What follows belongs to an exercise in optimizing a design on an open flow for small area, a short achievable clock period and few clock cycles per item; a production flow would make more cautious choices.
Only simulation tests tie the RTL to the original design; equivalence was not proved.

==> flow/design.v (outline; a module is shown in full before it is edited, if it fits) <==
// module epoch_seconds_to_civil_date_top: 2314 lines
module epoch_seconds_to_civil_date_top (
	input  logic                                clk,
	input  logic                                arst_n,
	input  logic                                in_valid,
	output logic                                in_ready,
	input  logic signed [e2cd_pkg::SECS_W-1:0]  unix_seconds,
	output logic                                out_valid,
	input  logic                                out_ready,
	output logic signed [e2cd_pkg::YEAR_W-1:0]  year,
	output logic [e2cd_pkg::MONTH_W-1:0]        month,
	output logic [e2cd_pkg::DOM_W-1:0]          day_of_month,
	output logic [e2cd_pkg::WDAY_W-1:0]         weekday
);
  // ...
==> flow/run.sh <==
#!/bin/bash
# synth_recipe.tcl (not shown) runs the flow's synth.tcl, then flattens the netlist and writes it again
# the make line also repeats each setting of config.mk as NAME=value (left out here)
make -C /OpenROAD-flow-scripts/flow DESIGN_CONFIG=/design/flow/config.mk WORK_HOME=/design/flow/orfs CLKGATE_MAP_FILE= SYNTH_SCRIPT=/design/flow/synth_recipe.tcl finish
==> flow/config.mk <==
export PLATFORM = sky130hd
export DESIGN_NAME = epoch_seconds_to_civil_date_top
export DESIGN_NICKNAME = epoch_seconds_to_civil_date_top
export VERILOG_FILES = /design/flow/design.v
export SDC_FILE = /design/flow/constraint.sdc
export NUM_CORES = 4
export LEC_CHECK = 0
export CAP_MARGIN = 20
export CORE_MARGIN = 2
export CORE_UTILIZATION = 35
export SETUP_SLACK_MARGIN = 3.0
export SLEW_MARGIN = 20
==> flow/constraint.sdc <==
create_clock -name core_clock -period 8.5 [get_ports {clk}]
set_input_delay 1.7000 -clock core_clock [delete_from_list [all_inputs] [get_ports {clk}]]
set_output_delay 1.7000 -clock core_clock [all_outputs]
set_load 0.01 [all_outputs]
==> qor.yml, run 1 <==
slew_headroom: 0.351
first_pass_iters: 4
layoutNonFillerInstCount: 3491
drive_above_1_share: 0.0983
pin_count: 90
multi_input_area_share: 0.564
syn_to_final_growth_pct: 15.6
syn_inst: 2310
place_area_um2: 28300
multi_input_area_um2: 17100
m1WireLength_um: 25700
mostFrequentLayoutCell: "inv_1"
die_w_um: 278
first_global_vias: 18300
post_cts_buffers: 47
dp_slack_ns: 2.18
holdCritPathClass: "reg2reg"
synth_area_um2: 26300
clkbuf_count: 36
status: "no timing/DRC/antenna violations"
cts_tree: "yes"
postRouteAntennaNets: 0
cp-start-kind: "register"
hold_path_end: "out_q[2]"
synth_most_common_cell: "inv_1"
start_util: 0.353
yosysTopAreaCell: "fa_1"
synthAdderAreaFrac: 0.438
async_flop_share: 0.0243
use_met1: 0.201
grt_busiest_layer: "met2"
largest_registers: "s_0 (41), out_q (36)"
rsz0062_at_grt: "yes"
synth_top_cell_area_share: 0.300
yosys-top-cells-count: "inv_1, fa_1, ha_1"
crit_buf_inv: 5
yosys_warnings: 1
cts.hold.buffers_added: 0
Testbench counts, summed over its fixed seeds: cycles 32,048, items 32,000.
==> inputs of run 2 (changes only) <==
--- a/flow/design.v
+++ b/flow/design.v
@@ -2115,39 +2115,106 @@
 	logic [23:0] hi_a;
 	logic [23:0] hi_b;
 	logic [24:0] hi_sum;
 	assign hi_a = {q0_3[14], hi_w72, hi_w70, hi_w68, hi_w66, hi_w64, hi_w62, hi_w60, hi_w58, hi_w56, hi_w54, hi_w52, hi_w50, hi_w48, hi_w46, hi_w44, hi_w42, hi_w40, hi_w38, 1'b1, cen_3[1], cen_3[0], 1'b0, 1'b0} ^ 24'd256;
 	assign hi_b = {hi_w74, hi_w73, hi_w71, hi_w69, hi_w67, hi_w65, hi_w63, hi_w61, hi_w59, hi_w57, hi_w55, hi_w53, hi_w51, hi_w49, hi_w47, hi_w45, hi_w43, hi_w41, hi_w39, hi_w37, 1'b0, 1'b0, 1'b0, 1'b0} ^ 24'd128;
 	assign hi_sum = 25'(hi_a) + 25'(hi_b);
 	logic [23:0] yhi;
 	assign yhi = hi_sum[23:0];
-	logic [19:0] n3p;
-	logic [5:0]  os1;
-	logic [3:0]  os2;
-	logic [2:0]  os3;
-	logic [2:0]  wd;
-	assign n3p = 20'(n_3) + 20'd3;
-	assign os1 = 6'(n3p[2:0]) + 6'(n3p[5:3]) + 6'(n3p[8:6]) + 6'(n3p[11:9])
-		+ 6'(n3p[14:12]) + 6'(n3p[17:15]) + 6'(n3p[19:18]);
-	assign os2 = 4'(os1[2:0]) + 4'(os1[5:3]);
-	assign os3 = 3'(os2[2:0]) + 3'(os2[3]);
-	assign wd  = (os3 == 3'd7) ? 3'd0 : os3;
+	logic os_w1;
+	logic os_w2;
+	logic os_w3;
+	logic os_w4;
+	logic os_w5;
+	logic os_w6;
+	logic os_w7;
+	logic os_w8;
+	logic os_w9;
+	logic os_w10;
+	logic os_w11;
+	logic os_w12;
+	logic os_w13;
+	logic os_w14;
+	logic os_w15;
+	logic os_w16;
+	logic os_w17;
+	logic os_w18;
+	logic os_w19;
+	logic os_w20;
+	logic os_w21;
+	logic os_w22;
+	logic os_w23;
+	logic os_w24;
+	logic os_w25;
+	logic os_w26;
+	logic os_w27;
+	logic os_w28;
+	logic os_w29;
+	logic os_w30;
+	logic os_w31;
+	logic os_w32;
+	assign os_w1 = n_3[0] ^ n_3[3] ^ n_3[6];
+	assign os_w2 = (n_3[0] & n_3[3]) | (n_3[0] & n_3[6]) | (n_3[3] & n_3[6]);
+	assign os_w3 = n_3[1] ^ n_3[4] ^ n_3[7];
+	assign os_w4 = (n_3[1] & n_3[4]) | (n_3[1] & n_3[7]) | (n_3[4] & n_3[7]);
+	assign os_w5 = n_3[2] ^ n_3[5];
+	assign os_w6 = n_3[2] & n_3[5];
+	assign os_w7 = n_3[9] ^ n_3[12] ^ n_3[15];
+	assign os_w8 = (n_3[9] & n_3[12]) | (n_3[9] & n_3[15]) | (n_3[12] & n_3[15]);
+	assign os_w9 = n_3[10] ^ n_3[13] ^ n_3[16];
+	assign os_w10 = (n_3[10] & n_3[13]) | (n_3[10] & n_3[16]) | (n_3[13] & n_3[16]);
+	assign os_w11 = 1'b1 ^ os_w2;
+	assign os_w12 = 1'b1 & os_w2;
+	assign os_w13 = n_3[8] ^ n_3[11] ^ n_3[14];
+	assign os_w14 = (n_3[8] & n_3[11]) | (n_3[8] & n_3[14]) | (n_3[11] & n_3[14]);
+	assign os_w15 = n_3[17] ^ os_w4 ^ os_w5;
+	assign os_w16 = (n_3[17] & os_w4) | (n_3[17] & os_w5) | (os_w4 & os_w5);
+	assign os_w17 = n_3[18] ^ 1'b1;
+	assign os_w18 = n_3[18] & 1'b1;
+	assign os_w19 = os_w3 ^ os_w8 ^ os_w9;
+	assign os_w20 = (os_w3 & os_w8) | (os_w3 & os_w9) | (os_w8 & os_w9);
+	assign os_w21 = os_w10 ^ os_w12 ^ os_w13;
+	assign os_w22 = (os_w10 & os_w12) | (os_w10 & os_w13) | (os_w12 & os_w13);
+	assign os_w23 = os_w6 ^ os_w14;
+	assign os_w24 = os_w6 & os_w14;
+	assign os_w25 = os_w1 ^ os_w7;
+	assign os_w26 = os_w1 & os_w7;
+	assign os_w27 = os_w11 ^ os_w18 ^ os_w19;
+	assign os_w28 = (os_w11 & os_w18) | (os_w11 & os_w19) | (os_w18 & os_w19);
+	assign os_w29 = os_w15 ^ os_w20 ^ os_w21;
+	assign os_w30 = (os_w15 & os_w20) | (os_w15 & os_w21) | (os_w20 & os_w21);
+	assign os_w31 = os_w16 ^ os_w22 ^ os_w23;
+	assign os_w32 = (os_w16 & os_w22) | (os_w16 & os_w23) | (os_w22 & os_w23);
+	logic [5:0] os_a;
+	logic [5:0] os_b;
+	logic [6:0] os_sum;
+	assign os_a = {1'b0, os_w24, os_w30, os_w28, os_w26, os_w17} ^ 6'd0;
+	assign os_b = {1'b0, os_w32, os_w31, os_w29, os_w27, os_w25} ^ 6'd0;
+	assign os_sum = 7'(os_a) + 7'(os_b);
+	logic [5:0] os1;
+	assign os1 = os_sum[5:0];
 	logic [6:0]  yc_4;
 	logic [8:0]  ncl_4;
 	logic [23:0] yhi_4;
-	logic [2:0]  wd_4;
+	logic [5:0]  os1_4;
 	always_ff @(posedge clk) begin
 		if (adv) begin
 			yc_4  <= yc;
 			ncl_4 <= 9'(n_3) - tl;
 			yhi_4 <= yhi;
-			wd_4  <= wd;
+			os1_4 <= os1;
 		end
 	end
+	logic [3:0]  os2;
+	logic [2:0]  os3;
+	logic [2:0]  wd_4;
+	assign os2  = 4'(os1_4[2:0]) + 4'(os1_4[5:3]);
+	assign os3  = 3'(os2[2:0]) + 3'(os2[3]);
+	assign wd_4 = (os3 == 3'd7) ? 3'd0 : os3;
 	logic ny_w1;
 	logic ny_w2;
 	logic ny_w3;
 	logic ny_w4;
 	logic ny_w5;
 	logic ny_w6;
 	logic ny_w7;
 	logic ny_w8;
==> flow/config.mk (replaced) <==
export PLATFORM = sky130hd
export DESIGN_NAME = epoch_seconds_to_civil_date_top
export DESIGN_NICKNAME = epoch_seconds_to_civil_date_top
export VERILOG_FILES = /design/flow/design.v
export SDC_FILE = /design/flow/constraint.sdc
export NUM_CORES = 4
export LEC_CHECK = 0
export CAP_MARGIN = 20
export CORE_MARGIN = 2
export CORE_UTILIZATION = 60
export SETUP_SLACK_MARGIN = 3.0
export SLEW_MARGIN = 20
==> qor.yml, run 2 <==
hold_viol: 0
vias: 16300
rsz0062_at_grt: "yes"
mostFrequentLayoutCell: "inv_1"
fmax_mhz: 182
fin_crit_ns: 5.49
cts_tree: "yes"
pin_count: 90  # unchanged
antenna_found_initial: 0
place_hpwl_um: 43000
crit_type: "reg2reg"
drc: 0
fin_area_um2: 29500
num_rows: 76
async_flop_share: 0.0240  # -0.000291
clock_latency_ns: 0.58
status: "no timing/DRC/antenna violations"
dp.cells: 2920
die_h_um: 212
cp_data_arrival_time_ns: 5.82
place.gp.congestion: 0.911
cts_root_buf: "clkbuf_16"
drive_above_1_share: 0.0915  # -0.00680
largest_reg_flops: 41
yosysSeqAreaShare: 0.288
cts.hold.buffers_added: 0  # unchanged
final.setup.tns_ns: 0
cp_cell_sequence: "clkinvlp_4 > fa_1 > fa_1 > inv_1 > fa_1 > fa_1 > ha_4 > a2111oi_4 > buf_4 > a211oi_2 > nor4_4 > a211oi_2 > o31a_1 > or4_4 > a31oi_4 > xnor2_1"
slew_headroom: 0.375  # +0.0244
core_area_um2: 42900
crit_buf_inv: 3  # -2
synth-xor-area-share: 0.0469
routed_via_density: 5.34
final_cell_mix: "inv_1, fa_1, ha_1"
required_ns: 8.83
largest_registers: "s_0 (41), out_q (36)"
finalClockSkew_ns: 0.0235
syn_inst: 2260  # -2.2%
synthTopCellsByArea: "fa_1, edfxtp_1, ha_1"
end_kind: "register"
synth_most_common_cell: "inv_1"
first_global_vias: 17600  # -4.0%
muxShareOfSynthArea: 0.00381
place_area_um2: 27500  # -2.8%
gr-usage-all-layers: 0.251
synth_nets: 2996
clock_sinks: 250
cpLargestDelayFamily: "adder cells"
period_share: 0.646
final_util: 0.689
yosys_warnings: 1  # unchanged
timing.final.max_slew_violations: 0
cpMostUsedCell: "fa_1"
synthAdderAreaFrac: 0.443  # +0.00525
synth_edf_count: 244
cap_violations: 0
layoutNonFillerInstCount: 3043  # -13%
yosys-top-cells-count: "inv_1, fa_1, ha_1"
postRouteAntennaNets: 0  # unchanged
cp_max_fo: 4
yosysTopAreaCell: "fa_1"
synth_top_cell_area_share: 0.302  # +0.00180
ys_seq_elements: 250
numCtsBuffers: 30
wl_per_cell_um: 17.6
worstMarginPinSlew_ns: 0.938
fillerInstances: 3216
grt_overflow: 0
antenna_cells: 0
holdCritPathClass: "reg2reg"
htreeDepth: 1
synthSimpleGateAreaFrac: 0.0553
die_area_um2: 45000
start_util: 0.606  # +0.252
grt_max_degree: 77
first_pass_iters: 5  # +1
max_flop_register: "s_0"
avgSynthCellArea_um2: 11.5
numPortBuffers: 82
grt_pass1_wl_um: 88200
setup_viol: 0
synth_compound_area_frac: 0.0798
clockBufferDepth: 3
max_stage_delay_ns: 0.61
cp-start-kind: "register"
slowest_stage: "fa_1"
syn_to_final_growth_pct: 13.7
synth_top_family_by_area: "adder cells"
synthDistinctLibCells: 65
drt-initial-drc-count: 858
synthFlopType: "edfxtp_1"
routed_wirelength_um: 53700
synth_area_um2: 26000  # -1.1%
die_w_um: 212  # -24%
clk_pin_slew_worst_paths_ns: 0.06
nets: 3171
[run 2: worst reg2reg max path, stage by stage (launching register included)]
cell and delay [ns]:
edfxtp_1 0.48, clkinvlp_4 0.20, fa_1 0.49, fa_1 0.53
inv_1 0.06, fa_1 0.46, fa_1 0.61, ha_4 0.23
a2111oi_4 0.34, buf_4 0.21, a211oi_2 0.10, nor4_4 0.33
a211oi_2 0.15, o31a_1 0.36, or4_4 0.46, a31oi_4 0.18
xnor2_1 0.07
[run 2: routing by layer]
layer / up-vias / wire (um) / part of all wire / track usage
met5: - / 0 / 0 / 0
met2: 310 / 26700 / 0.50 / 0.438
met4: 0 / 1480 / 0.028 / 0.0651
met1: 8123 / 23100 / 0.43 / 0.331
li1: 7723 / - / - / -
met3: 103 / 2380 / 0.044 / 0.0375
[run 2: layout make-up]
cell class	instances	area [um2]	area share
multi-input cells	1432	16800	0.569
clock inverters	17	190	0.00644
flip-flops and latches	250	7480	0.253
inverters	568	2160	0.0731
well taps	585	732	0.0248
repair buffers	153	1390	0.0472
clock buffers	38	781	0.0264
[run 2: what timing repair did]
action / in CTS / in global routing
pin swaps: 8 / 43
gates resized for setup: 24 / 83
buffers inserted: 31 / 37
setup endpoints to repair: 38 / 27
[run 2: cells by family after synthesis]
| logic type | after synthesis |
|---|---|
| adders and majority gates | 684 |
| buffers and inverters | 578 |
| AOI/OAI and AO/OA | 315 |
| and+or+nand+nor | 285 |
| DFF | 250 |
| xor gates and xnor gates | 139 |
| muxes | 9 |
[run 2: metrics by stage]
step                      worst slack, ns  hold slack [ns]
final                                3.01            0.417
after global routing                 2.82            0.428
after CTS                            2.96            0.418
after detailed placement             2.21            0.405
after global placement               2.27            0.401
after floorplan                      3.04            0.400
[run 2: final timing paths]
kind                         start  endpoint  slack [ns]  cells after the start
min                        q0_2[8]   q0_3[8]        0.42                      0
min reg2reg                q0_2[8]   q0_3[8]        0.42                      0
max                        r_2[26]   n_3[18]        3.01                     16
min in group asynchronous   arst_n  vld_q[0]        1.37                      1
max in group asynchronous   arst_n  vld_q[2]        6.91                      1
max reg2reg                r_2[26]   n_3[18]        3.01                     16
Testbench counts of run 2, summed over its fixed seeds: cycles 32,048, items 32,000.
==> inputs of run 3 (changes only) <==
--- a/flow/config.mk
+++ b/flow/config.mk
@@ -7,6 +7,6 @@
 export LEC_CHECK = 0
 export CAP_MARGIN = 20
 export CORE_MARGIN = 2
-export CORE_UTILIZATION = 60
+export CORE_UTILIZATION = 45
 export SETUP_SLACK_MARGIN = 3.0
 export SLEW_MARGIN = 20
==> qor.yml, run 3 <==
worstRegToRegCells: 17  # +1
hold_viol: 0  # unchanged
worstMarginPinSlew_ns: 0.974  # +0.0368 ns
fin_crit_ns: 5.47  # -0.0276 ns
core_area_um2: 57400  # +34%
drc: 0  # unchanged
rsz0062_at_grt: "yes"
synthSimpleGateAreaFrac: 0.0553  # unchanged
grt_overflow: 0  # unchanged
fillerInstances: 5065  # +57%
clk_pin_slew_worst_paths_ns: 0.06  # about the same
synth_top_cell_area_share: 0.302  # unchanged
place.gp.congestion: 0.917  # +0.63%
setup_viol: 0  # unchanged
crit_type: "reg2reg"
slowest_stage: "fa_1"
final.setup.tns_ns: 0  # unchanged
timing.rr.end: "n_3[18]"
num_rows: 88  # +16%
die_h_um: 244  # +15%
first_pass_iters: 5  # unchanged
nets: 3179  # +0.25%
slew_headroom: 0.350  # -0.0245
end_kind: "register"
htreeDepth: 1  # unchanged
syn_to_final_growth_pct: 15.2
final_cell_mix: "inv_1, fa_1, ha_1"
reg2reg_slack_ns: 3.03  # +0.03 ns
synth_area_um2: 26000  # unchanged
ys_seq_elements: 250  # unchanged
synth_compound_area_frac: 0.0798  # unchanged
synthAdderAreaFrac: 0.443  # unchanged
cts_tree: "yes"
vias: 16100  # -0.84%
async_flop_share: 0.0240  # unchanged
gr-usage-all-layers: 0.188  # -0.0634
cp_cell_sequence: "clkinvlp_4 > fa_1 > fa_1 > inv_1 > fa_1 > fa_1 > ha_4 > a21o_1 > a2111oi_4 > a211oi_2 > nor4_4 > buf_4 > a211oi_4 > o31a_1 > or4_4 > a31oi_4 > xnor2_1"
place_hpwl_um: 42800  # -0.30%
yosysSeqAreaShare: 0.288  # unchanged
cp_max_fo: 4  # unchanged
hold_path_end: "q0_3[5]"
first_global_vias: 17600  # +0.26%
mostFrequentLayoutCell: "inv_1"
yosysTopAreaCell: "fa_1"
crit_buf_inv: 3  # unchanged
avgSynthCellArea_um2: 11.5  # unchanged
dp_slack_ns: 2.22  # +0.00722 ns
clock_sinks: 250  # unchanged
timing.rr.start: "r_2[25]"
antenna_found_initial: 0  # unchanged
timing.final.max_slew_violations: 0  # unchanged
pin_count: 90  # unchanged
drt-initial-drc-count: 637  # -26%
cap_violations: 0  # unchanged
synth_top_family_by_area: "adder cells"
fmax_mhz: 183  # +0.50%
yosys_warnings: 1  # unchanged
synthDistinctLibCells: 65  # unchanged
cp-start-kind: "register"
syn_inst: 2260  # unchanged
cpLargestDelayFamily: "adder cells"
start_util: 0.453  # -0.153
grt_max_degree: 78  # +1.3%
register_area_um2: 7480  # unchanged
numCtsBuffers: 31  # +3.3%
cp_data_arrival_time_ns: 5.80  # -0.02 ns
status: "no timing/DRC/antenna violations"
largest_reg_flops: 41  # unchanged
synthFlopType: "edfxtp_1"
synthTopCellsByArea: "fa_1, edfxtp_1, ha_1"
max_stage_delay_ns: 0.54  # -0.07 ns
routed_wirelength_um: 53700  # about the same
die_w_um: 244  # +15%
min_from: "q0_2[5]"
cts_root_buf: "clkbuf_16"
finalClockSkew_ns: 0.0176  # -0.00591 ns
synth_most_common_cell: "inv_1"
cpMostUsedCell: "fa_1"
muxShareOfSynthArea: 0.00381  # unchanged
synth-xor-area-share: 0.0469  # unchanged
numPortBuffers: 82  # unchanged
largest_registers: "s_0 (41), out_q (36)"
postRouteAntennaNets: 0  # unchanged
required_ns: 8.83  # about the same
whs_path_depth: 0  # unchanged
wl_per_cell_um: 16.6  # -5.8%
max_flop_register: "s_0"
antenna_cells: 0  # unchanged
grt_pass1_wl_um: 90200  # +2.2%
period_share: 0.643  # -0.00324
drive_above_1_share: 0.0965  # +0.00497
synth_nets: 2996  # unchanged
clock_latency_ns: 0.59  # about the same
yosys-top-cells-count: "inv_1, fa_1, ha_1"
holdCritPathClass: "reg2reg"
routed_via_density: 4.99  # -6.6%
die_area_um2: 59700  # +33%
setup_ws_ns: 3.03  # +0.0276 ns
clockBufferDepth: 3  # unchanged
synth_edf_count: 244  # unchanged
multi_input_area_um2: 16800  # -0.20%
cts.hold.buffers_added: 0  # unchanged
==> run 3: metrics by stage <==
stage / hold slack [ns] / instance area (um2) / util / cells
floorplan: 0.400 / 26000 / - / 2260
finish: 0.416 / 29900 / 0.522 / 3231
global placement: 0.401 / 27700 / 0.484 / 3100
global route: 0.425 / 29900 / 0.522 / 3231
CTS: 0.418 / 29200 / 0.510 / 3196
detailed placement: 0.405 / 27700 / 0.484 / 3100
==> run 3: worst register-to-register path: cells and delay by family, from the launching register on <==
family | cells | cell delay, ns
adder cells (fa/ha/maj) | 5 | 2.21
AO/OA/AOI/OAI | 6 | 1.37
AND/OR/NAND/NOR | 2 | 0.68
buffers and inverters | 3 | 0.44
flip-flops | 1 | 0.43
XOR/XNOR | 1 | 0.07
==> run 3: kinds of logic (layout without fill, tap and decap cells) <==
family	after synthesis	count (layout)
flip-flops	250	250
AND/OR/NAND/NOR	285	285
multiplexers	9	9
adder cells (fa/ha/maj)	684	684
buffers and inverters	578	784
XOR/XNOR	139	139
AO/OA/AOI/OAI	315	315
==> run 3: cell type report <==
cell class / instances / area share
clock inverter: 23 / 0.0107
tap: 765 / 0.0320
timing repair buffer: 160 / 0.0484
inverter: 568 / 0.0723
clock buffer: 33 / 0.0262
multi-input combinational: 1432 / 0.561
sequential: 250 / 0.250
==> run 3: worst max-delay path by stage <==
stage | cells past startpoint | startpoint | end
after floorplan | 17 | r_2[19] | n_3[18]
after global placement | 16 | r_2[19] | n_3[18]
final | 17 | r_2[25] | n_3[18]
after CTS | 16 | r_2[26] | n_3[18]
after detailed placement | 16 | r_2[19] | n_3[18]
after global routing | 17 | r_2[25] | n_3[18]
==> run 3: timing repair <==
action                                  4_1_cts  5_1_grt
resized for setup                            23       89
endpoints found under the setup margin       35       31
endpoints found under the hold margin         0        0
gates cloned                                  0        0
pin swaps                                     4       45
setup buffers                                40       35
==> run 3: per-layer routing <==
layer  GRT usage  part of all wire  vias up  routed length (um)
li1            -                 -     7750                   -
met1       0.241              0.43     8065               23300
met2       0.340              0.51      235               27600
met3      0.0204             0.030       72                1620
met4      0.0457             0.021        0                1140
met5           0                 0        -                   0
==> inputs of run 4 (changes only) <==
--- a/flow/config.mk
+++ b/flow/config.mk
@@ -5,6 +5,7 @@
 export SDC_FILE = /design/flow/constraint.sdc
 export NUM_CORES = 4
 export LEC_CHECK = 0
+export ABC_AREA = 1
 export CAP_MARGIN = 20
 export CORE_MARGIN = 2
 export CORE_UTILIZATION = 45
==> qor.yml, run 4 <==
status: "no timing/DRC/antenna violations"
timing.rr.end: "n_3[8]"
timing.final.max_slew_violations: 0  # unchanged
syn_to_final_growth_pct: 11.3
first_global_vias: 19000  # +7.6%
die_h_um: 250  # +2.5%
synth_edf_count: 244  # unchanged
holdCritPathClass: "reg2reg"
synth_nets: 3432  # +15%
dp_slack_ns: 2.88  # +0.663 ns
hold_path_end: "q0_3[6]"
start_util: 0.454  # +0.00138
holdWs_ns: 0.414  # -0.00258 ns
clockBufferDepth: 3  # unchanged
max_flop_register: "s_0"
syn_inst: 2696  # +19%
cp-start-kind: "register"
grt_max_degree: 82  # +5.1%
register_area_um2: 7480  # unchanged
place_area_um2: 29100  # +4.9%
antenna_found_initial: 0  # unchanged
worstRegToRegCells: 17  # unchanged
vias: 18000  # +11%
fin_area_um2: 30400  # +1.6%
drive_above_1_share: 0.0517  # -0.0448
grt_overflow: 0  # unchanged
setup_ws_ns: 3.21  # +0.177 ns
clk_pin_slew_worst_paths_ns: 0.06  # about the same
dp.cells: 3557  # +15%
pin_count: 90  # unchanged
mostFrequentLayoutCell: "inv_1"
reg2reg_slack_ns: 3.21  # +0.18 ns
htreeDepth: 1  # unchanged
setup_viol: 0  # unchanged
synth_top_cell_area_share: 0.287  # -0.0148
nets: 3576  # +12%
synth_area_um2: 27300  # +5.1%
fin_crit_ns: 5.29  # -0.177 ns
layoutNonFillerInstCount: 3646  # +13%
antenna_cells: 0  # unchanged
yosys-top-cells-count: "inv_1, fa_1, nand2_1"
die_area_um2: 62700  # +5.1%
first_pass_iters: 5  # unchanged
drc: 0  # unchanged
ys_seq_elements: 250  # unchanged
grt_pass1_wl_um: 96700  # +7.2%
synthTopCellsByArea: "fa_1, edfxtp_1, ha_1"
place.gp.congestion: 0.904  # -1.4%
cp_data_arrival_time_ns: 5.61  # -0.19 ns
fillerInstances: 5564  # +9.9%
routed_via_density: 4.93  # -1.2%
crit_type: "reg2reg"
async_flop_share: 0.0240  # unchanged
timing.rr.start: "r_2[20]"
largest_registers: "s_0 (41), out_q (36)"
wl_per_cell_um: 16.2  # -2.3%
avgSynthCellArea_um2: 10.1  # -12%
yosysSeqAreaShare: 0.274  # -0.0141
end_kind: "register"
synthFlopType: "edfxtp_1"
routed_wirelength_um: 59200  # +10%
whs_path_depth: 0  # unchanged
finalClockSkew_ns: 0.0114  # -0.00617 ns
numPortBuffers: 82  # unchanged
cap_violations: 0  # unchanged
rsz0062_at_grt: "no"
gr-usage-all-layers: 0.193  # +0.00527
hold_viol: 0  # unchanged
core_area_um2: 60100  # +4.8%
slew_headroom: 0.334  # -0.0164
fmax_mhz: 189  # +3.3%
cts_tree: "yes"
period_share: 0.622  # -0.0208
cp_max_fo: 9  # +5
synthDistinctLibCells: 54  # -17%
worstMarginPinSlew_ns: 0.999  # +0.0246 ns
postRouteAntennaNets: 0  # unchanged
die_w_um: 250  # +2.5%
final_cell_mix: "inv_1, fa_1, nand2_1"
place_hpwl_um: 50100  # +17%
largest_reg_flops: 41  # unchanged
numCtsBuffers: 30  # -3.2%
yosys_warnings: 1  # unchanged
multi_input_area_um2: 17300  # +2.9%
yosysTopAreaCell: "fa_1"
clock_latency_ns: 0.58  # about the same
drt-initial-drc-count: 880  # +38%
required_ns: 8.82  # about the same
clock_sinks: 250  # unchanged
num_rows: 90  # +2.3%
min_from: "q0_2[6]"
cts.hold.buffers_added: 0  # unchanged
final.setup.tns_ns: 0  # unchanged
synth_most_common_cell: "inv_1"
cts_root_buf: "clkbuf_16"
run 4: cell types whose count changed after synthesis, moves of 16 or more:
cell / change
nor2b_1: -19
xor2_1: +52
nor2_1: +43
a21o_1: -16
a21oi_1: +73
inv_1: +122
xnor2_1: -49
nand3_1: +38
o21ai_0: +27
nand2_1: +252
run 4: worst max path at each step:
stage / start / end / slack, ns
after floorplan: out_ready / in_ready / 3.16
after global placement: cen_3[0] / yc_4[3] / 2.93
after detailed placement: cen_3[0] / yc_4[6] / 2.88
after CTS: r_2[27] / n_3[18] / 3.03
after global routing: yc_4[2] / out_q[33] / 3.01
final: r_2[20] / n_3[8] / 3.21
run 4: layout make-up:
| type | count | share of cell area |
|---|---|---|
| well taps | 782 | 0.0322 |
| multi-input cells | 1742 | 0.568 |
| flip-flops and latches | 250 | 0.246 |
| repair buffers | 118 | 0.0359 |
| clock inverters | 19 | 0.00609 |
| inverters | 698 | 0.0866 |
| clock buffers | 37 | 0.0256 |
run 4: what timing repair did:
item	4_1_cts	5_1_grt
pin swaps	0	1
resized for setup	2	16
endpoints found under the setup margin	7	23
setup buffers	1	32
run 4: kinds of logic (layout without fill, tap and decap cells):
logic type | count (synthesis) | in the layout | synth area share
simple gates | 570 | 570 | 0.0897
fa+ha+maj | 684 | 684 | 0.421
flops | 250 | 250 | 0.274
buf+inv | 704 | 872 | 0.0969
compound gates | 345 | 345 | 0.0723
xor+xnor | 143 | 143 | 0.0461
run 4: through the flow:
step                utilization
finish                    0.505
global route              0.505
CTS                       0.500
detailed placement        0.484
global placement          0.484
floorplan                     -
run 4: routing by layer:
metal  wire, um  up-vias  global-route usage
met5          0        -                   0
met3       1690      104              0.0204
met4       2030        0              0.0631
met1      25200     8701               0.241
li1           -     8839                   -
met2      30200      324               0.351
run 4: critical path, stage by stage, from the launching register on:
cell and delay, ns:
edfxtp_1 0.66, inv_1 0.36, fa_1 0.55, fa_1 0.55, inv_1 0.05, fa_1 0.41, fa_1 0.50, ha_1 0.35
a21oi_1 0.30, o21ai_0 0.15, a21oi_1 0.14, o21ai_0 0.16, nand3_1 0.10, o21bai_1 0.10, a21oi_1 0.31, inv_1 0.09
a21oi_1 0.16, xnor2_1 0.09
==> inputs of run 5 (changes only) <==
--- a/flow/config.mk
+++ b/flow/config.mk
@@ -8,6 +8,6 @@
 export ABC_AREA = 1
 export CAP_MARGIN = 20
 export CORE_MARGIN = 2
-export CORE_UTILIZATION = 45
-export SETUP_SLACK_MARGIN = 3.0
+export CORE_UTILIZATION = 35
+export SETUP_SLACK_MARGIN = 3.6
 export SLEW_MARGIN = 20
==> qor.yml, run 5 <==
status: "no timing/DRC/antenna violations"
drc: 0  # unchanged
numPortBuffers: 82  # unchanged
synth_edf_count: 244  # unchanged
rsz0062_at_grt: "yes"
fin_area_um2: 32000  # +5.4%
die_w_um: 283  # +13%
cap_violations: 0  # unchanged
clockBufferDepth: 3  # unchanged
die_h_um: 283  # +13%
final_cell_mix: "inv_1, fa_1, nand2_1"
place.gp.congestion: 0.880  # -2.6%
synth_area_um2: 27300  # unchanged
slew_headroom: 0.309  # -0.0255
die_area_um2: 80300  # +28%
final_util: 0.414  # -0.0911
holdCritPathClass: "reg2reg"
place_area_um2: 29400  # +1.1%
cp_data_arrival_time_ns: 5.19  # -0.42 ns
routed_wirelength_um: 60600  # +2.4%
clock_latency_ns: 0.59  # about the same
max_flop_register: "s_0"
synthFlopType: "edfxtp_1"
final.setup.tns_ns: 0  # unchanged
pin_count: 90  # unchanged
place_hpwl_um: 48300  # -3.6%
setup_ws_ns: 3.65  # +0.435 ns
end_kind: "register"
cts.hold.buffers_added: 0  # unchanged
postRouteAntennaNets: 0  # unchanged
yosys-top-cells-count: "inv_1, fa_1, nand2_1"
syn_to_final_growth_pct: 17.3
required_ns: 8.84  # +0.02 ns
vias: 18200  # +1.2%
largest_reg_flops: 41  # unchanged
first_global_vias: 18900  # -0.54%
yosys_warnings: 1  # unchanged
htreeDepth: 1  # unchanged
clock_sinks: 250  # unchanged
drive_above_1_share: 0.111  # +0.0590
cp_max_fo: 4  # -5
yosysSeqAreaShare: 0.274  # unchanged
synth_nets: 3432  # unchanged
setup_viol: 0  # unchanged
core_area_um2: 77300  # +29%
fmax_mhz: 206  # +9.0%
num_rows: 102  # +13%
finalClockSkew_ns: 0.0207  # +0.00925 ns
routed_via_density: 4.56  # -7.4%
antenna_cells: 0  # unchanged
antenna_found_initial: 0  # unchanged
cts_tree: "yes"
drt-initial-drc-count: 954  # +8.4%
wl_per_cell_um: 15.2  # -6.3%
synth_top_cell_area_share: 0.287  # unchanged
ys_seq_elements: 250  # unchanged
numCtsBuffers: 31  # +3.3%
cp-start-kind: "register"
async_flop_share: 0.0240  # unchanged
hold_viol: 0  # unchanged
synth_most_common_cell: "inv_1"
cts_root_buf: "clkbuf_16"
largest_registers: "s_0 (41), out_q (36)"
crit_type: "reg2reg"
layoutNonFillerInstCount: 3986  # +9.3%
grt_overflow: 0  # unchanged
dp_slack_ns: 3.02  # +0.140 ns
fin_crit_ns: 4.85  # -0.435 ns
syn_inst: 2696  # unchanged
timing.final.max_slew_violations: 0  # unchanged
holdWs_ns: 0.412  # -0.00133 ns
grt_pass1_wl_um: 98400  # +1.8%
clk_pin_slew_worst_paths_ns: 0.06  # about the same
period_share: 0.571  # -0.0511
first_pass_iters: 5  # unchanged
worstMarginPinSlew_ns: 1.04  # +0.0382 ns
synthTopCellsByArea: "fa_1, edfxtp_1, ha_1"
synthDistinctLibCells: 54  # unchanged
gr-usage-all-layers: 0.151  # -0.0424
start_util: 0.353  # -0.101
dp.cells: 3816  # +7.3%
yosysTopAreaCell: "fa_1"
mostFrequentLayoutCell: "inv_1"
nets: 3658  # +2.3%
avgSynthCellArea_um2: 10.1  # unchanged
grt_max_degree: 85  # +3.7%
-- run 5: cell types whose count changed in the layout (fill, tap and decap cells not counted), moves of 7 or more --
cell | before | now
nand2_1 | 311 | 286
buf_4 | 36 | 112
nand3_1 | 65 | 56
a21oi_2 | 9 | 16
nand2_2 | 8 | 24
nor2_1 | 112 | 105
inv_1 | 686 | 667
clkinvlp_4 | 10 | 18
ha_1 | 290 | 274
ha_4 | 0 | 16
nand2_4 | 5 | 15
a21oi_1 | 167 | 157
-- run 5: metal layers --
metal  global-route usage  wire length [um]
met1                0.201             27300
met2                0.267             30000
met3               0.0151              1900
met4               0.0306              1330
met5                    0                 0
-- run 5: final cells by class --
type | instances | area, um2
Tap cell | 1040 | 1300
Inverter | 698 | 2690
Clock buffer | 36 | 795
Multi-Input combinational cell | 1744 | 17800
Clock inverter | 21 | 260
Timing Repair Buffer | 197 | 1700
Fill cell | 7567 | 45300
Sequential cell | 250 | 7480
-- run 5: cell families after synthesis --
| kind of cell | Yosys count | synth area share |
|---|---|---|
| compound gates | 345 | 0.0723 |
| xor+xnor | 143 | 0.0461 |
| simple gates | 570 | 0.0897 |
| fa+ha+maj | 684 | 0.421 |
| flops | 250 | 0.274 |
| buf+inv | 704 | 0.0969 |
-- run 5: worst max-delay path, cell delays in order, from the launching register on --
cell and delay (ns):
edfxtp_1 0.51, ha_4 0.27, fa_1 0.59, fa_1 0.47, ha_4 0.28, buf_4 0.14, nand2_4 0.10, inv_1 0.06
nand2_2 0.09, nand3_2 0.09, nand2_1 0.11, nand2_4 0.08, nor2_4 0.15, nand3_1 0.13, nand2_1 0.12, nand3_1 0.08
nand2_1 0.07, nand2_1 0.06, a21oi_2 0.18, ha_4 0.15, inv_1 0.04, ha_1 0.26, nand3_1 0.08, nand2_1 0.06
xnor2_1 0.18, xor2_1 0.18, xor2_1 0.08
-- run 5: final timing paths --
check	start	endpoint	slack, ns	cells after the start
worst max register to register	yc_4[2]	out_q[7]	3.65	26
worst max-delay path	yc_4[2]	out_q[7]	3.65	26
worst min-delay path	q0_2[12]	q0_3[12]	0.41	0
min in group asynchronous	arst_n	vld_q[0]	1.35	1
worst min register to register	q0_2[12]	q0_3[12]	0.41	0
max in group asynchronous	arst_n	vld_q[2]	6.94	1
-- run 5: timing repair --
item                                    in CTS  in global routing
resized for setup                           32                122
endpoints found under the setup margin      41                 31
setup buffers                               41                 70
gates cloned                                 2                  0
pin swaps                                    8                 62
endpoints found under the hold margin        0                  0
==> inputs of run 6 (changes only) <==
--- a/flow/config.mk
+++ b/flow/config.mk
@@ -5,7 +5,6 @@
 export SDC_FILE = /design/flow/constraint.sdc
 export NUM_CORES = 4
 export LEC_CHECK = 0
-export ABC_AREA = 1
 export CAP_MARGIN = 20
 export CORE_MARGIN = 2
 export CORE_UTILIZATION = 35
==> qor.yml, run 6 <==
worstMarginPinSlew_ns: 0.954  # -0.0831 ns
drt-initial-drc-count: 684  # -28%
yosys_warnings: 1  # unchanged
period_share: 0.617  # +0.0463
cap_violations: 0  # unchanged
setup_viol: 0  # unchanged
mostFrequentLayoutCell: "inv_1"
num_rows: 99  # -2.9%
clockBufferDepth: 3  # unchanged
syn_inst: 2260  # -16%
fmax_mhz: 191  # -7.5%
wl_per_cell_um: 16.7  # +9.6%
cts_tree: "yes"
rsz0062_at_grt: "yes"
routed_wirelength_um: 58900  # -2.8%
finalClockSkew_ns: 0.0260  # +0.00529 ns
synth_edf_count: 244  # unchanged
synthTopCellsByArea: "fa_1, edfxtp_1, ha_1"
die_area_um2: 76400  # -4.8%
vias: 16800  # -7.6%
holdCritPathClass: "reg2reg"
numPortBuffers: 82  # unchanged
drc: 0  # unchanged
die_w_um: 276  # -2.4%
final.setup.tns_ns: 0  # unchanged
place_hpwl_um: 44100  # -8.8%
grt_max_degree: 75  # -12%
cp_data_arrival_time_ns: 5.58  # +0.39 ns
final_cell_mix: "inv_1, fa_1, ha_1"
async_flop_share: 0.0240  # unchanged
antenna_found_initial: 0  # unchanged
synth_top_cell_area_share: 0.302  # +0.0148
slew_headroom: 0.364  # +0.0554
crit_type: "reg2reg"
status: "no timing/DRC/antenna violations"
cts.hold.buffers_added: 0  # unchanged
dp_slack_ns: 2.42  # -0.601 ns
max_flop_register: "s_0"
place.gp.congestion: 0.923  # +4.9%
antenna_cells: 0  # unchanged
clock_latency_ns: 0.59  # about the same
pin_count: 90  # unchanged
avgSynthCellArea_um2: 11.5  # +13%
synth_area_um2: 26000  # -4.9%
cp_max_fo: 3  # -1
ys_seq_elements: 250  # unchanged
clock_sinks: 250  # unchanged
syn_to_final_growth_pct: 21.6
yosysSeqAreaShare: 0.288  # +0.0141
whs_path_depth: 0  # unchanged
setup_ws_ns: 3.25  # -0.393 ns
numCtsBuffers: 29  # -6.5%
gr-usage-all-layers: 0.156  # +0.00470
cts_root_buf: "clkbuf_16"
yosys-top-cells-count: "inv_1, fa_1, ha_1"
core_area_um2: 73200  # -5.3%
synth_nets: 2996  # -13%
fin_crit_ns: 5.25  # +0.393 ns
nets: 3289  # -10%
start_util: 0.355  # +0.00168
htreeDepth: 1  # unchanged
reg2reg_slack_ns: 3.25  # -0.39 ns
hold_viol: 0  # unchanged
end_kind: "register"
synthFlopType: "edfxtp_1"
synthDistinctLibCells: 65  # +20%
postRouteAntennaNets: 0  # unchanged
synth_most_common_cell: "inv_1"
routed_via_density: 4.75  # +4.2%
largest_reg_flops: 41  # unchanged
first_pass_iters: 5  # unchanged
cp-start-kind: "register"
yosysTopAreaCell: "fa_1"
layoutNonFillerInstCount: 3535  # -11%
die_h_um: 276  # -2.4%
grt_overflow: 0  # unchanged
first_global_vias: 18400  # -2.3%
worstRegToRegCells: 18  # -31%
clk_pin_slew_worst_paths_ns: 0.06  # about the same
largest_registers: "s_0 (41), out_q (36)"
required_ns: 8.84  # about the same
timing.final.max_slew_violations: 0  # unchanged
drive_above_1_share: 0.173  # +0.0621
grt_pass1_wl_um: 96000  # -2.5%
dp.cells: 3295  # -14%
[run 6: cell types whose count changed after synthesis, moves of 43 or more]
| cell | delta |
|---|---|
| inv_1 | -122 |
| xor2_1 | -52 |
| a21oi_1 | -73 |
| nand2_1 | -252 |
| xnor2_1 | +49 |
| nor2_1 | -43 |
[run 6: path summary, 6_finish.rpt]
check | from | end
worst min register to register | q0_2[10] | q0_3[10]
worst min-delay path | q0_2[10] | q0_3[10]
worst max-delay path | r_2[24] | n_3[18]
worst max register to register | r_2[24] | n_3[18]
max in group asynchronous | arst_n | vld_q[2]
min in group asynchronous | arst_n | vld_q[3]
[run 6: final cells by class]
| type | count | area, um2 |
|---|---|---|
| flip-flops and latches | 250 | 7480 |
| repair buffers | 270 | 2350 |
| clock buffers | 30 | 729 |
| well taps | 959 | 1200 |
| fillers | 6853 | 41600 |
| multi-input cells | 1434 | 17400 |
| clock inverters | 24 | 204 |
| inverters | 568 | 2190 |
[run 6: layer usage]
layer	global-route usage	part of all wire	vias up
met5	0	0	-
met2	0.285	0.52	316
met1	0.193	0.42	8442
met3	0.0161	0.036	94
met4	0.0446	0.028	0
li1	-	-	7952
[run 6: worst max-delay path, stage by stage, from the launching register on]
cell,delay [ns]
edfxtp_1,0.42
clkinvlp_4,0.17
buf_6,0.15
fa_2,0.41
fa_1,0.50
inv_1,0.06
fa_2,0.53
fa_2,0.44
ha_2,0.19
a21o_1,0.20
a2111oi_4,0.40
a211oi_2,0.15
nor4_4,0.16
buf_6,0.16
a211oi_4,0.07
o31a_1,0.28
or4_4,0.46
a31oi_4,0.18
xnor2_1,0.08
[run 6: logic make-up (layout without fill, tap and decap cells)]
family | Yosys count | count (layout) | synth area share
AOI/OAI and AO/OA | 315 | 315 | 0.0798
buffers and inverters | 578 | 892 | 0.0835
xor gates and xnor gates | 139 | 139 | 0.0469
and+or+nand+nor | 285 | 287 | 0.0553
adders and majority gates | 684 | 684 | 0.443
DFF | 250 | 250 | 0.288
muxes | 9 | 9 | 0.00381
[run 6: per-stage QoR]
| step | hold slack, ns | util | instance area, um2 |
|---|---|---|---|
| after floorplan | 0.400 | - | 26200 |
| after global placement | 0.401 | 0.385 | 28200 |
| after detailed placement | 0.405 | 0.385 | 28200 |
| after CTS | 0.416 | 0.418 | 30600 |
| after global routing | 0.423 | 0.432 | 31600 |
| final | 0.412 | 0.432 | 31600 |
[run 6: repair_timing]
item | in CTS | in global routing
resized for setup | 130 | 84
cloned | 2 | 0
pin swaps | 66 | 69
buffers inserted | 112 | 72
setup endpoints to repair | 57 | 46
==> inputs of run 7 (changes only) <==
--- a/flow/config.mk
+++ b/flow/config.mk
@@ -7,6 +7,6 @@
 export LEC_CHECK = 0
 export CAP_MARGIN = 20
 export CORE_MARGIN = 2
-export CORE_UTILIZATION = 35
-export SETUP_SLACK_MARGIN = 3.6
+export CORE_UTILIZATION = 45
+export SETUP_SLACK_MARGIN = 3.3
 export SLEW_MARGIN = 20
==> qor.yml, run 7 <==
place.gp.congestion: 0.908  # -1.7%
start_util: 0.453  # +0.0980
m1WireLength_um: 23300  # -5.9%
fmax_mhz: 187  # -1.8%
grt_pass1_wl_um: 90600  # -5.6%
antenna_cells: 0  # unchanged
final_cell_mix: "inv_1, fa_1, ha_1"
routed_via_density: 4.97  # +4.5%
holdCritPathClass: "reg2reg"
cp_data_arrival_time_ns: 5.67  # +0.09 ns
whs_path_depth: 0  # unchanged
synthTopCellsByArea: "fa_1, edfxtp_1, ha_1"
synthFlopType: "edfxtp_1"
antenna_found_initial: 0  # unchanged
crit_type: "reg2reg"
drt-initial-drc-count: 760  # +11%
clock_latency_ns: 0.60  # about the same
largest_reg_flops: 41  # unchanged
dp_slack_ns: 2.37  # -0.0555 ns
vias: 16400  # -2.3%
pin_count: 90  # unchanged
core_area_um2: 57400  # -22%
numCtsBuffers: 31  # +6.9%
final.setup.tns_ns: 0  # unchanged
cts_tree: "yes"
synth_edf_count: 244  # unchanged
routed_wirelength_um: 54800  # -6.9%
gr-usage-all-layers: 0.189  # +0.0335
place_hpwl_um: 43000  # -2.4%
worstRegToRegCells: 17  # -1
synth_most_common_cell: "inv_1"
yosys_warnings: 1  # unchanged
wl_met3_um: 1720  # -18%
num_rows: 88  # -11%
async_flop_share: 0.0240  # unchanged
hold_viol: 0  # unchanged
synth_nets: 2996  # unchanged
die_h_um: 244  # -12%
cts_root_buf: "clkbuf_16"
first_pass_iters: 5  # unchanged
setup_viol: 0  # unchanged
routed-wl-met2_um: 28200  # -7.2%
mostFrequentLayoutCell: "inv_1"
cap_violations: 0  # unchanged
grt_max_degree: 79  # +5.3%
status: "no timing/DRC/antenna violations"
cp-start-kind: "register"
avgSynthCellArea_um2: 11.5  # unchanged
yosysSeqAreaShare: 0.288  # unchanged
largest_registers: "s_0 (41), out_q (36)"
worstMarginPinSlew_ns: 0.938  # -0.0160 ns
cp_max_fo: 3  # unchanged
rsz0062_at_grt: "yes"
drive_above_1_share: 0.137  # -0.0354
holdWs_ns: 0.414  # +0.00195 ns
numPortBuffers: 82  # unchanged
nets: 3253  # -1.1%
wl_per_cell_um: 16.6  # -0.47%
finalClockSkew_ns: 0.0288  # +0.00280 ns
die_w_um: 244  # -12%
clockBufferDepth: 3  # unchanged
yosys-top-cells-count: "inv_1, fa_1, ha_1"
yosysTopAreaCell: "fa_1"
period_share: 0.629  # +0.0114
end_kind: "register"
drc: 0  # unchanged
topRoutingLayerUsed: "met4"
timing.final.max_slew_violations: 0  # unchanged
first_global_vias: 17700  # -4.2%
ys_seq_elements: 250  # unchanged
clock_sinks: 250  # unchanged
die_area_um2: 59700  # -22%
slew_headroom: 0.375  # +0.0107
syn_to_final_growth_pct: 17.9
syn_inst: 2260  # unchanged
htreeDepth: 1  # unchanged
grt_overflow: 0  # unchanged
synth_area_um2: 26000  # unchanged
synthDistinctLibCells: 65  # unchanged
max_flop_register: "s_0"
fin_crit_ns: 5.35  # +0.0968 ns
setup_ws_ns: 3.15  # -0.0968 ns
synth_top_cell_area_share: 0.302  # unchanged
required_ns: 8.83  # about the same
cts.hold.buffers_added: 0  # unchanged
clk_pin_slew_worst_paths_ns: 0.06  # about the same
postRouteAntennaNets: 0  # unchanged
==> run 7: cell types whose count changed in the layout (fill, tap and decap cells not counted), moves of 6 or more <==
cell,previous run,this run
ha_1,257,275
buf_6,21,9
inv_1,531,541
fa_2,18,8
buf_4,164,142
ha_4,29,14
inv_2,19,13
a21oi_1,72,79
fa_1,374,384
==> run 7: area by class of cell <==
cell class / instances / area (um2)
Multi-Input combinational cell: 1432 / 17000
Inverter: 568 / 2180
Clock buffer: 33 / 783
Fill cell: 4991 / 26700
Clock inverter: 24 / 274
Timing Repair Buffer: 234 / 2010
Tap cell: 765 / 957
Sequential cell: 250 / 7480
==> run 7: per-layer routing <==
metal,up-vias,global-route usage
met5,-,0
met2,271,0.342
met3,86,0.0211
met4,0,0.0509
li1,7888,-
met1,8175,0.240
==> run 7: what timing repair did <==
item,CTS,global route
setup endpoints to repair,42,36
buffers inserted,77,72
pin swaps,28,66
gates resized for setup,67,82
hold endpoints to repair,0,0
==> run 7: final timing paths <==
path	from	end	slack, ns
max	r_2[25]	n_3[18]	3.15
min	q0_2[11]	q0_3[11]	0.41
max reg2reg	r_2[25]	n_3[18]	3.15
min reg2reg	q0_2[11]	q0_3[11]	0.41
max in group asynchronous	arst_n	vld_q[3]	6.96
min in group asynchronous	arst_n	vld_q[0]	1.33
==> run 7: through the flow <==
step | util | instances | cell area [um2]
global placement | 0.484 | 3100 | 27800
finish | 0.534 | 3306 | 30600
CTS | 0.518 | 3234 | 29700
global route | 0.534 | 3306 | 30600
floorplan | - | 2260 | 26000
detailed placement | 0.484 | 3100 | 27800
==> run 7: kinds of logic (layout without fill, tap and decap cells) <==
group                    count (synthesis)  after routing  share of synthesized area
flip-flops                             250            250                      0.288
multiplexers                             9              9                    0.00381
XOR/XNOR                               139            139                     0.0469
buffers and inverters                  578            859                     0.0835
AO/OA/AOI/OAI                          315            315                     0.0798
AND/OR/NAND/NOR                        285            285                     0.0553
adder cells (fa/ha/maj)                684            684                      0.443
==> run 7: critical path, cell delays in order, from the launching register on <==
cell and delay [ns]:
edfxtp_1 0.41, clkinvlp_4 0.23, fa_2 0.58, fa_1 0.40, inv_1 0.08, fa_1 0.43, fa_1 0.54, ha_4 0.21
a21o_1 0.18, a2111oi_4 0.33, buf_4 0.19, a211oi_4 0.07, nor4_4 0.32, a211oi_2 0.14, o31a_1 0.28, or4_4 0.45
a31oi_4 0.17, xnor2_1 0.07
==> inputs of run 8 (changes only) <==
--- a/flow/config.mk
+++ b/flow/config.mk
@@ -5,8 +5,9 @@
 export SDC_FILE = /design/flow/constraint.sdc
 export NUM_CORES = 4
 export LEC_CHECK = 0
+export ABC_AREA = 1
 export CAP_MARGIN = 20
 export CORE_MARGIN = 2
 export CORE_UTILIZATION = 45
-export SETUP_SLACK_MARGIN = 3.3
+export SETUP_SLACK_MARGIN = 4.0
 export SLEW_MARGIN = 20
==> qor.yml, run 8 <==
status: "no timing/DRC/antenna violations"
worstMarginPinSlew_ns: 1.02  # +0.0779 ns
muxShareOfSynthArea: 0  # -0.00381
cp-start-kind: "register"
first_pass_iters: 5  # unchanged
grt_max_degree: 80  # +1.3%
numCtsBuffers: 31  # unchanged
synth_area_um2: 27300  # +5.1%
synth_top_family_by_area: "adder cells"
drive_above_1_share: 0.200  # +0.0628
synthFlopType: "edfxtp_1"
synth_nets: 3432  # +15%
yosysTopAreaCell: "fa_1"
timing.rr.start: "yc_4[3]"
num_rows: 90  # +2.3%
synthTopCellsByArea: "fa_1, edfxtp_1, ha_1"
pin_count: 90  # unchanged
routed_wirelength_um: 65100  # +19%
final_cell_mix: "inv_1, fa_1, nand2_1"
required_ns: 8.92  # +0.09 ns
hold_viol: 0  # unchanged
min_from: "q0_2[4]"
timing.final.max_slew_violations: 0  # unchanged
place_hpwl_um: 49700  # +15%
cts_tree: "yes"
core_area_um2: 60100  # +4.8%
mostFrequentLayoutCell: "inv_1"
holdCritPathClass: "reg2reg"
numPortBuffers: 82  # unchanged
max_stage_delay_ns: 0.58  # about the same
clockBufferDepth: 3  # unchanged
max_flop_register: "s_0"
syn_to_final_growth_pct: 23.4
drt-initial-drc-count: 871  # +15%
async_flop_share: 0.0240  # unchanged
synth_edf_count: 244  # unchanged
htreeDepth: 1  # unchanged
place_area_um2: 29200  # +5.2%
synthAdderAreaFrac: 0.421  # -0.0217
cap_violations: 0  # unchanged
wl_per_cell_um: 17.0  # +2.3%
synthDistinctLibCells: 54  # -17%
avgSynthCellArea_um2: 10.1  # -12%
die_area_um2: 62700  # +5.1%
crit_buf_inv: 3  # unchanged
synth_most_common_cell: "inv_1"
antenna_found_initial: 0  # unchanged
start_util: 0.454  # +0.00138
cts_root_buf: "clkbuf_16"
postRouteAntennaNets: 0  # unchanged
clock_latency_ns: 0.59  # about the same
gr-usage-all-layers: 0.208  # +0.0191
finalClockSkew_ns: 0.0194  # -0.00933 ns
vias: 19100  # +17%
largest_registers: "s_0 (41), out_q (36)"
rsz0062_at_grt: "yes"
synth_compound_area_frac: 0.0723  # -0.00752
cpLargestDelayFamily: "adder cells"
yosys_warnings: 1  # unchanged
die_w_um: 250  # +2.5%
grt_overflow: 0  # unchanged
drc: 0  # unchanged
clk_pin_slew_worst_paths_ns: 0.06  # about the same
routed_via_density: 4.99  # +0.44%
end_kind: "register"
setup_viol: 0  # unchanged
final_util: 0.561  # +0.0265
crit_type: "reg2reg"
cpMostUsedCell: "ha_4"
cp_data_arrival_time_ns: 5.33  # -0.34 ns
clock_sinks: 250  # unchanged
syn_inst: 2696  # +19%
slowest_stage: "fa_1"
slew_headroom: 0.323  # -0.0519
period_share: 0.578  # -0.0512
ys_seq_elements: 250  # unchanged
nets: 3766  # +16%
first_global_vias: 20500  # +16%
holdWs_ns: 0.407  # -0.00677 ns
synthSimpleGateAreaFrac: 0.0897  # +0.0344
synth-xor-area-share: 0.0461  # -0.000736
die_h_um: 250  # +2.5%
yosys-top-cells-count: "inv_1, fa_1, nand2_1"
cts.hold.buffers_added: 0  # unchanged
fin_area_um2: 33700  # +10%
place.gp.congestion: 0.907  # -0.15%
grt_pass1_wl_um: 104000  # +15%
synth_top_cell_area_share: 0.287  # -0.0148
dp_slack_ns: 3.05  # +0.686 ns
fin_crit_ns: 4.91  # -0.435 ns
startpoint: "yc_4[3]"
fmax_mhz: 204  # +8.9%
yosysSeqAreaShare: 0.274  # -0.0141
setup_ws_ns: 3.59  # +0.435 ns
cp_max_fo: 5  # +2
final.setup.tns_ns: 0  # unchanged
largest_reg_flops: 41  # unchanged
run 8: changes by cell type in the layout (fill, tap and decap cells not counted), sizes merged, moves of 16 or more:
| cell | before | now |
|---|---|---|
| nor2b | 19 | 0 |
| nand2 | 60 | 325 |
| xor2 | 31 | 83 |
| inv | 559 | 682 |
| nand3 | 28 | 68 |
| xnor2 | 108 | 60 |
| a21o | 30 | 14 |
| nor2 | 70 | 119 |
| buf | 152 | 224 |
| a21oi | 97 | 177 |
| o21ai | 55 | 91 |
run 8: logic make-up (layout without fill, tap and decap cells):
logic type / Yosys count / after routing
adders and majority gates: 684 / 684
DFF: 250 / 250
and+or+nand+nor: 570 / 571
AOI/OAI and AO/OA: 345 / 345
xor gates and xnor gates: 143 / 143
other: 0 / 1
buffers and inverters: 704 / 1060
run 8: path summary, 6_finish.rpt:
kind	end	slack, ns	cells after the start
hold / removal	q0_3[4]	0.41	0
max in group asynchronous	vld_q[2]	6.94	1
min in group asynchronous	vld_q[3]	1.34	1
hold reg to reg	q0_3[4]	0.41	0
setup reg to reg	out_q[30]	3.59	25
setup / recovery	out_q[30]	3.59	25
run 8: what timing repair did:
action | CTS | global route
cloned | 1 | 0
buffers inserted | 142 | 79
endpoints found under the setup margin | 59 | 59
pin swaps | 102 | 120
gates resized for setup | 213 | 192
run 8: final cells by class:
cell class / count / area (um2)
Fill cell: 5274 / 26400
Timing Repair Buffer: 306 / 2660
Tap cell: 782 / 978
Inverter: 698 / 2710
Sequential cell: 250 / 7480
Clock inverter: 20 / 199
Multi-Input combinational cell: 1743 / 18900
Clock buffer: 36 / 795
Antenna cell: 1 / 2.50
run 8: routing by layer:
metal  GRT usage  part of all wire
met3      0.0258             0.032
met4      0.0828             0.042
met2       0.381              0.52
met1       0.249              0.41
met5           0                 0
run 8: metrics by stage:
stage / std cells
finish: 3836
floorplan: 2696
CTS: 3756
global placement: 3557
detailed placement: 3557
global route: 3835
==> inputs of run 9 (changes only) <==
--- a/flow/config.mk
+++ b/flow/config.mk
@@ -9,5 +9,5 @@
 export CAP_MARGIN = 20
 export CORE_MARGIN = 2
 export CORE_UTILIZATION = 45
-export SETUP_SLACK_MARGIN = 4.0
+export SETUP_SLACK_MARGIN = 4.4
 export SLEW_MARGIN = 20
==> qor.yml, run 9 <==
end_kind: "register"
mostFrequentLayoutCell: "inv_1"
numCtsBuffers: 34  # +9.7%
grt_overflow: 0  # unchanged
die_area_um2: 62700  # unchanged
core_area_um2: 60100  # unchanged
drive_above_1_share: 0.227  # +0.0267
synthFlopType: "edfxtp_1"
synthTopCellsByArea: "fa_1, edfxtp_1, ha_1"
die_w_um: 250  # unchanged
rsz0062_at_grt: "yes"
startpoint: "yc_4[2]"
timing.final.max_slew_violations: 0  # unchanged
max_stage_delay_ns: 0.53  # -0.05 ns
async_flop_share: 0.0240  # unchanged
numPortBuffers: 82  # unchanged
routed_via_density: 5.00  # +0.31%
start_util: 0.454  # unchanged
final_cell_mix: "inv_1, fa_1, nand2_1"
cts_tree: "yes"
clockBufferDepth: 3  # unchanged
clk_pin_slew_worst_paths_ns: 0.06  # about the same
min_from: "s_0[18]"
clock_sinks: 250  # unchanged
vias: 19300  # +0.91%
final.setup.tns_ns: 0  # unchanged
period_share: 0.576  # -0.00193
place_hpwl_um: 50100  # +0.88%
gr-usage-all-layers: 0.214  # +0.00613
fin_area_um2: 34400  # +2.1%
place_area_um2: 29500  # +0.73%
synth_top_cell_area_share: 0.287  # unchanged
htreeDepth: 2  # +1
synth_nets: 3432  # unchanged
timing.rr.start: "yc_4[2]"
final_util: 0.572  # +0.0117
crit_type: "reg2reg"
ys_seq_elements: 250  # unchanged
syn_inst: 2696  # unchanged
synth_most_common_cell: "inv_1"
slew_headroom: 0.351  # +0.0282
grt_max_degree: 80  # unchanged
largest_registers: "s_0 (41), out_q (36)"
antenna_found_initial: 0  # unchanged
drt-initial-drc-count: 819  # -6.0%
first_global_vias: 20900  # +2.1%
yosysSeqAreaShare: 0.274  # unchanged
setup_viol: 0  # unchanged
die_h_um: 250  # unchanged
cp-start-kind: "register"
max_flop_register: "s_0"
cp_data_arrival_time_ns: 5.17  # -0.16 ns
synth_area_um2: 27300  # unchanged
finalClockSkew_ns: 0.0256  # +0.00621 ns
syn_to_final_growth_pct: 26.0
fmax_mhz: 204  # +0.34%
slowest_stage: "fa_1"
postRouteAntennaNets: 0  # unchanged
place.gp.congestion: 0.918  # +1.3%
synth_edf_count: 244  # unchanged
wl_per_cell_um: 17.2  # +1.3%
antenna_cells: 0  # -1
crit_buf_inv: 5  # +2
holdCritPathClass: "reg2reg"
status: "no timing/DRC/antenna violations"
worstMarginPinSlew_ns: 0.974  # -0.0423 ns
nets: 3793  # +0.72%
yosys-top-cells-count: "inv_1, fa_1, nand2_1"
routed_wirelength_um: 66300  # +1.9%
synthDistinctLibCells: 54  # unchanged
yosys_warnings: 1  # unchanged
fin_crit_ns: 4.89  # -0.0164 ns
hold_viol: 0  # unchanged
drc: 0  # unchanged
num_rows: 90  # unchanged
cpLargestDelayFamily: "adder cells"
pin_count: 90  # unchanged
first_pass_iters: 5  # unchanged
cts_root_buf: "clkbuf_16"
clock_latency_ns: 0.55  # -0.04 ns
cp_max_fo: 7  # +2
grt_pass1_wl_um: 106000  # +2.0%
required_ns: 8.78  # -0.14 ns
largest_reg_flops: 41  # unchanged
yosysTopAreaCell: "fa_1"
cpMostUsedCell: "nand2_1"
avgSynthCellArea_um2: 10.1  # unchanged
cap_violations: 0  # unchanged
[run 9: cells by family (layout without fill, tap and decap cells)]
logic type	count (synthesis)	in the layout	synth area share
buf+inv	704	1084	0.0969
fa+ha+maj	684	684	0.421
simple gates	570	571	0.0897
compound gates	345	345	0.0723
flops	250	250	0.274
xor+xnor	143	143	0.0461
[run 9: cell type report]
type | count | area [um2]
fillers | 5150 | 25700
multi-input cells | 1743 | 19300
flip-flops and latches | 250 | 7480
repair buffers | 330 | 2910
inverters | 698 | 2700
well taps | 782 | 978
clock buffers | 42 | 902
clock inverters | 14 | 133
[run 9: metal layers]
layer	GRT usage	vias to the layer above	part of all wire
met5	0	-	0
li1	-	9268	-
met2	0.389	362	0.52
met3	0.0298	150	0.034
met1	0.255	9530	0.40
met4	0.0888	0	0.048
[run 9: metrics by stage]
| step | hold slack (ns) | instances | setup slack [ns] |
|---|---|---|---|
| floorplan | 0.400 | 2696 | 3.91 |
| global placement | 0.401 | 3557 | 3.35 |
| detailed placement | 0.405 | 3557 | 3.29 |
| CTS | 0.413 | 3818 | 3.78 |
| global route | 0.417 | 3859 | 3.36 |
| finish | 0.410 | 3859 | 3.61 |
[run 9: worst paths after layout]
| check | endpoint | cells after the start | slack, ns |
|---|---|---|---|
| min reg2reg | ulo_1[18] | 0 | 0.41 |
| min | ulo_1[18] | 0 | 0.41 |
| max reg2reg | out_q[7] | 28 | 3.61 |
| max | out_q[7] | 28 | 3.61 |
| max in group asynchronous | vld_q[1] | 1 | 6.88 |
| min in group asynchronous | ov_q | 1 | 1.40 |
[run 9: repair_timing]
| item | CTS | global route |
|---|---|---|
| gates cloned | 1 | 0 |
| setup buffers | 204 | 41 |
| pin swaps | 111 | 133 |
| setup endpoints to repair | 78 | 75 |
| resized for setup | 271 | 194 |
| hold buffers | 0 | 0 |

[static timing again, ports no longer ideal]
The flow's constraints put no driver on any port. The routed layouts listed below were extracted and timed again, unchanged, in two steps. Step 1 sets driving cells, clkbuf_16 on the clock port and buf_2 on the other inputs (assumed; they add their load-dependent delay and slew). Step 2 times the ports against the registers' clock, not the clock port: input delays grow and output delays shrink by t, the midpoint of the rising clock arrivals with the driver on. Slacks: no drivers / after step 1 / after step 2; pairs: no drivers / after step 1.
| run | t, ns | setup WS [ns] | hold slack, ns | latest minus earliest clock arrival (ns) |
|---|---|---|---|---|
| run 1 | 0.635 | 2.748 / 2.748 / 2.748 | 0.393 / 0.393 / 0.393 | 0.042 / 0.041 |
| run 2 | 0.623 | 3.006 / 3.006 / 3.006 | 0.417 / 0.417 / 0.417 | 0.031 / 0.031 |
| run 3 | 0.637 | 3.033 / 3.033 / 3.033 | 0.416 / 0.416 / 0.416 | 0.018 / 0.018 |
| run 4 | 0.631 | 3.211 / 3.211 / 3.211 | 0.414 / 0.414 / 0.414 | 0.015 / 0.015 |
| run 5 | 0.634 | 3.645 / 3.645 / 3.645 | 0.412 / 0.412 / 0.412 | 0.022 / 0.022 |
| run 6 | 0.638 | 3.252 / 3.252 / 3.252 | 0.412 / 0.412 / 0.412 | 0.027 / 0.026 |
| run 7 | 0.646 | 3.155 / 3.155 / 3.155 | 0.414 / 0.414 / 0.414 | 0.030 / 0.030 |
| run 8 | 0.641 | 3.590 / 3.590 / 3.590 | 0.407 / 0.407 / 0.407 | 0.022 / 0.021 |
| run 9 | 0.591 | 3.606 / 3.606 / 3.606 | 0.410 / 0.410 / 0.410 | 0.026 / 0.025 |
After both steps setup and hold are still met in every run listed.
